Background: an optimization exercise with open tools, aiming at small area and a short achievable clock period. Do not read the settings as production practice.
At most, simulation tests tie the RTL to the original design; equivalence was not proved.
Power and IR drop assume default switching activity.

==> yarrow <==
Design ex_unit, start of the top module:
module ex_unit (
    input  logic        clk,
    input  logic        reset_i,
    input  logic        issue_valid_i,
    input  logic [31:0] issue_pc_i,
    input  logic [31:0] issue_inst_i,
    input  logic [31:0] issue_rs1_i,
    input  logic [31:0] issue_rs2_i,
    output logic        wb_we_o,
    output logic [4:0]  wb_rd_o,
    output logic [31:0] wb_data_o,
    output logic        jump_flag_o,
    output logic [31:0] jump_addr_o
);
    ex_top u_top (
        .clk(clk), .reset_i(reset_i), .valid_i(issue_valid_i), .pc_i(issue_pc_i),
        .inst_i(issue_inst_i), .rs1_i(issue_rs1_i), .rs2_i(issue_rs2_i),
        .wb_we_o(wb_we_o), .wb_rd_o(wb_rd_o), .wb_data_o(wb_data_o),
        .jump_flag_o(jump_flag_o), .jump_addr_o(jump_addr_o)
    );
endmodule
export LEC_CHECK = 0
export CAP_MARGIN = 20
export CORE_MARGIN = 2
export CORE_UTILIZATION = 40
export CTS_BUF_LIST = sky130_fd_sc_hd__clkbuf_8
export CTS_CLUSTER_SIZE = 10
export SETUP_SLACK_MARGIN = 2.45
export SLEW_MARGIN = 20
create_clock -name core_clock -period 5.0 [get_ports {clk}]
standard.sh (not shown) runs the stock make flow with config.mk's settings and CLKGATE_MAP_FILE= SYNTH_SCRIPT=/design/flow/synth_recipe.tcl, a recipe that flattens the netlist after the stock synthesis.
==> flow/flow/run.sh <==
#!/bin/bash
# Standard ORFS layout; only the port buffers differ: small buffers instead of
# the resizer's default pick.
set -euo pipefail
export BUFFER_PORTS_ARGS="-buffer_cell sky130_fd_sc_hd__buf_1"
bash standard.sh > standard.log 2>&1
==> inputs of fjord, as changes to yarrow <==
--- a/flow/design.v
+++ b/flow/design.v
@@ -72,61 +72,38 @@
     assign inv    = f_sub | f_slt | f_sltu;
     assign imm_i = {{20{inst_i[31]}}, inst_i[31:20]};
     assign imm_u = {inst_i[31:12], 12'b0};
     assign imm_b = {{20{inst_i[31]}}, inst_i[7], inst_i[30:25], inst_i[11:8], 1'b0};
     assign imm_j = {{12{inst_i[31]}}, inst_i[19:12], inst_i[20], inst_i[30:21], 1'b0};
     always_comb begin
         for (int i = 0; i < 32; i++) rs1_rev[i] = rs1_i[31-i];
     end
-    logic [29:0] inc_q, inc_c;
-    always_comb begin
-        inc_q = pc_i[31:2];
-        for (int l = 0; l < 5; l++) begin
-            for (int i = 29; i >= 0; i--) begin
-                if ((i >> l) & 1) inc_q[i] = inc_q[i] & inc_q[((i >> l) << l) - 1];
-            end
-        end
-        inc_c = {inc_q[28:0], 1'b1};
-    end
     assign x_d = ({32{(is_alu & ~f_sll) | is_jalr}} & rs1_i)
                | ({32{f_sll}} & rs1_rev)
                | ({32{is_auipc | is_jal | is_br}} & pc_i);
     assign y_d = ({32{is_op}} & rs2_i)
                | ({32{is_opimm | is_jalr}} & imm_i)
                | ({32{is_lui | is_auipc}} & imm_u)
                | ({32{is_br}} & imm_b)
                | ({32{is_jal}} & imm_j);
-    logic [30:0] cl, ce;
-    logic        e31;
-    always_comb begin
-        cl = ~rs1_i[30:0] & rs2_i[30:0];
-        ce = ~(rs1_i[30:0] ^ rs2_i[30:0]);
-        for (int s = 1; s < 32; s = s * 2) begin
-            for (int i = 0; i + s < 31; i = i + 2 * s) begin
-                cl[i] = cl[i+s] | (ce[i+s] & cl[i]);
-                ce[i] = ce[i+s] & ce[i];
-            end
-        end
-    end
-    assign e31 = ~(rs1_i[31] ^ rs2_i[31]);
-    assign eq  = e31 & ce[0];
-    assign ltu = (~rs1_i[31] & rs2_i[31]) | (e31 & cl[0]);
-    assign lt  = (rs1_i[31] & ~rs2_i[31]) | (e31 & cl[0]);
+    assign eq    = rs1_i == rs2_i;
+    assign ltu   = rs1_i < rs2_i;
+    assign lt    = $signed(rs1_i) < $signed(rs2_i);
     always_comb begin
         case (f3[2:1])
             2'b00:   taken = eq ^ f3[0];
             2'b10:   taken = lt ^ f3[0];
             default: taken = ltu ^ f3[0];
         endcase
     end
     always_ff @(posedge clk) begin
         x_o      <= x_d;
         y_o      <= y_d ^ {32{inv}};
-        link_o   <= {pc_i[31:2] ^ inc_c, pc_i[1:0]};
+        link_o   <= pc_i + 32'd4;
         cin_o    <= inv;
         s_add_o  <= ok & (f_add | f_sub | is_lui | is_auipc);
         s_sr_o   <= ok & f_sr;
         s_sl_o   <= ok & f_sll;
         s_p_o    <= ok & (f_xor | f_or);
         s_g_o    <= ok & (f_and | f_or);
         s_slt_o  <= ok & f_slt;
         s_sltu_o <= ok & f_sltu;
@@ -163,87 +140,46 @@
     input  logic        bit0_i,
     output logic        wb_we_o,
     output logic [4:0]  wb_rd_o,
     output logic [31:0] wb_data_o,
     output logic        jump_flag_o,
     output logic [31:0] jump_addr_o
 );
     logic        rn;
-    logic [31:0] p, g, sum, result;
-    logic        cout, lt, ltu;
+    logic [31:0] p, g, sum, shr, result;
+    logic [32:0] full;
+    logic        cout, lt, ltu, jmp;
     assign rn   = ~reset_i;
     assign p    = x_i ^ y_i;
     assign g    = x_i & y_i;
-    logic [31:0] gg [0:5];
-    logic [31:0] pp [0:5];
-    logic [32:0] c;
-    always_comb begin
-        gg[0] = g;
-        pp[0] = p;
-        for (int l = 0; l < 5; l++) begin
-            for (int i = 0; i < 32; i++) begin
-                if ((i >> l) & 1) begin
-                    gg[l+1][i] = gg[l][i] | (pp[l][i] & gg[l][((i >> l) << l) - 1]);
-                    pp[l+1][i] = pp[l][i] & pp[l][((i >> l) << l) - 1];
-                end else begin
-                    gg[l+1][i] = gg[l][i];
-                    pp[l+1][i] = pp[l][i];
-                end
-            end
-        end
-        c[0] = cin_i;
-        for (int i = 0; i < 32; i++) c[i+1] = gg[5][i] | (pp[5][i] & cin_i);
-    end
-    assign sum  = p ^ c[31:0];
-    assign cout = c[32];
+    assign full = {1'b0, x_i} + {1'b0, y_i} + {32'b0, cin_i};
+    assign sum  = full[31:0];
+    assign cout = full[32];
     assign ltu  = ~cout;
     assign lt   = (x_i[31] == y_i[31]) ? x_i[31] : ~cout;
     logic [32:0] ext, ext_sh;
-    logic [47:0] sh4;
-    logic        fill, r0, r16, l0, l16;
-    logic [31:0] shr_sel, shl_sel;
-    assign fill   = arith_i & x_i[31];
-    assign ext    = {fill, x_i};
-    assign ext_sh = $signed(ext) >>> y_i[3:0];
-    assign sh4    = {{16{fill}}, ext_sh[31:0]};
-    assign r0     = s_sr_i & ~y_i[4];
-    assign r16    = s_sr_i & y_i[4];
-    assign l0     = s_sl_i & ~y_i[4];
-    assign l16    = s_sl_i & y_i[4];
+    assign ext    = {arith_i & x_i[31], x_i};
+    assign ext_sh = $signed(ext) >>> y_i[4:0];
+    assign shr    = ext_sh[31:0];
     always_comb begin
         for (int i = 0; i < 32; i++) begin
-            shr_sel[i] = (r0 & sh4[i]) | (r16 & sh4[i+16]);
-            shl_sel[i] = (l0 & sh4[31-i]) | (l16 & sh4[47-i]);
-        end
-    end
-    always_comb begin
-        for (int i = 0; i < 32; i++) begin
-            result[i] = shr_sel[i] | shl_sel[i] | (s_p_i & p[i]) | (s_g_i & g[i])
-                      | (s_link_i & link_i[i]);
+            result[i] = (s_add_i & sum[i]) | (s_sr_i & shr[i]) | (s_sl_i & shr[31-i])
+                      | (s_p_i & p[i]) | (s_g_i & g[i]) | (s_link_i & link_i[i]);
         end
         result[0] = result[0] | (s_slt_i & lt) | (s_sltu_i & ltu);
     end
-    logic [31:0] sum_q, other_q;
-    logic        add_q, we_q, flag_q, flag0_q;
-    logic [4:0]  rd_q;
+    assign jmp = jump_i & rn;
     always_ff @(posedge clk) begin
-        sum_q   <= sum;
-        other_q <= result & {32{rn}};
-        add_q   <= s_add_i & rn;
-        we_q    <= we_i & rn;
-        rd_q    <= rd_i & {5{rn}};
-        flag_q  <= jump_i & rn;
-        flag0_q <= jump_i & bit0_i & rn;
-    end
-    assign wb_we_o     = we_q;
-    assign wb_rd_o     = rd_q;
-    assign wb_data_o   = (sum_q & {32{add_q}}) | other_q;
-    assign jump_flag_o = flag_q;
-    assign jump_addr_o = {sum_q[31:1] & {31{flag_q}}, sum_q[0] & flag0_q};
+        wb_we_o     <= we_i & rn;
+        wb_rd_o     <= rd_i & {5{rn}};
+        wb_data_o   <= result & {32{rn}};
+        jump_flag_o <= jmp;
+        jump_addr_o <= {sum[31:1], sum[0] & bit0_i} & {32{jmp}};
+    end
 endmodule
 `default_nettype wire
 `timescale 1ns/10ps
 `default_nettype none
 module ex_top (
     input  logic        clk,
     input  logic        reset_i,
     input  logic        valid_i,
==> flow/run.sh (new file) <==
#!/bin/bash
# synth_recipe.tcl (not shown) runs the flow's synth.tcl, then flattens the netlist and writes it again
# the make line also repeats each setting of config.mk as NAME=value (left out here)
make -C /OpenROAD-flow-scripts/flow DESIGN_CONFIG=/design/flow/config.mk WORK_HOME=/design/flow/orfs CLKGATE_MAP_FILE= SYNTH_SCRIPT=/design/flow/synth_recipe.tcl finish
CTS_BUF_LIST = unset   (was sky130_fd_sc_hd__clkbuf_8)
CTS_CLUSTER_SIZE = unset   (was 10)
SETUP_SLACK_MARGIN = unset   (was 2.45)
removed: flow/flow/run.sh
removed: flow/standard.sh
==> inputs of lagoon, as changes to yarrow <==
CTS_CLUSTER_SIZE = unset   (was 10)
GPL_ROUTABILITY_DRIVEN = 0   (was unset)
==> run notes <==
In clock power, yarrow and lagoon hardly differ. Combinational power, highest first: fjord, yarrow, lagoon. In fjord the cell area is larger than in yarrow, by about 6%. The highest total power belongs to fjord, the lowest to yarrow. Of fjord and lagoon, fjord has the higher routed wire length (gap about 7%, measured against lagoon). Against yarrow, the non-clock buffer count of fjord is lower by 36.
==> figures <==
                                                                     lagoon           yarrow                  fjord
Proportion of power drawn by flip-flops and latches                    52.8%            53.2%                  47.3%
Worst Setup SP                                         u_top.u_decode.y_o[4]  issue_rs2_i[25]  u_top.u_decode.x_o[0]
Required time reported for the critical path endpoint                5.37 ns          5.43 ns                5.30 ns
First-iteration detailed-routing DRC count                             1,227              958                  1,217
Sequential standard cell area                                  0.003781 mm^2    0.003794 mm^2          0.003706 mm^2
Final core utilization                                                49.78%           50.09%                 50.86%
Critical setup path kind                                             reg2reg           in2reg                reg2reg
Number of warnings printed during yosys synthesis                          4                4                      2
Multi-input logic cell count                                             891              889                    954
Run status                                          timing/DRC/antenna clean  timing/DRC/antenna clean  timing/DRC/antenna clean
Largest stage delay, worst path                                      0.37 ns          0.45 ns                0.53 ns
Final Cell Area                                                 0.01338 mm^2     0.01346 mm^2           0.01424 mm^2
Multiplexer area fraction after synthesis                             8.062%           8.062%                 8.221%
Filler Cell Count                                                      2,591            2,632                  2,721
The RTL of fjord was laid out without a check of its function.

[separate check: timing with driven ports]
The results above use ideal ports. As a check the final layouts listed here were re-extracted and re-timed, cells and wires unchanged. Step 1 (the two cells are an assumption about what drives the block):
set clk [get_ports {clk}]
set_driving_cell -lib_cell sky130_fd_sc_hd__clkbuf_16 $clk
set_driving_cell -lib_cell sky130_fd_sc_hd__buf_2 [delete_from_list [all_inputs] $clk]
Step 2 moves the port delays by t, midway between the first and last clock arrival at a register: inputs arrive t later, outputs are due t later. That takes back most of the time a late clock gives input paths. a / b / c = ideal / step 1 / step 2; a / b = the first two.
| run | shift t [ns] | setup WS [ns] | worst setup path after step 2 | slew at the worst register clock pin (ns) |
|---|---|---|---|---|
| yarrow | 0.530 | 2.482 / 2.490 / 1.974 | input to register | 0.12 / 0.12 |
| fjord | 0.486 | 1.310 / 1.310 / 1.127 | input to register | 0.08 / 0.08 |
| lagoon | 0.525 | 2.431 / 2.431 / 1.938 | input to register | 0.12 / 0.12 |
After both steps every run listed still meets setup and hold. The setup slack of yarrow, which loses most, moves by +0.008 ns with the drivers and by -0.508 ns with both steps.
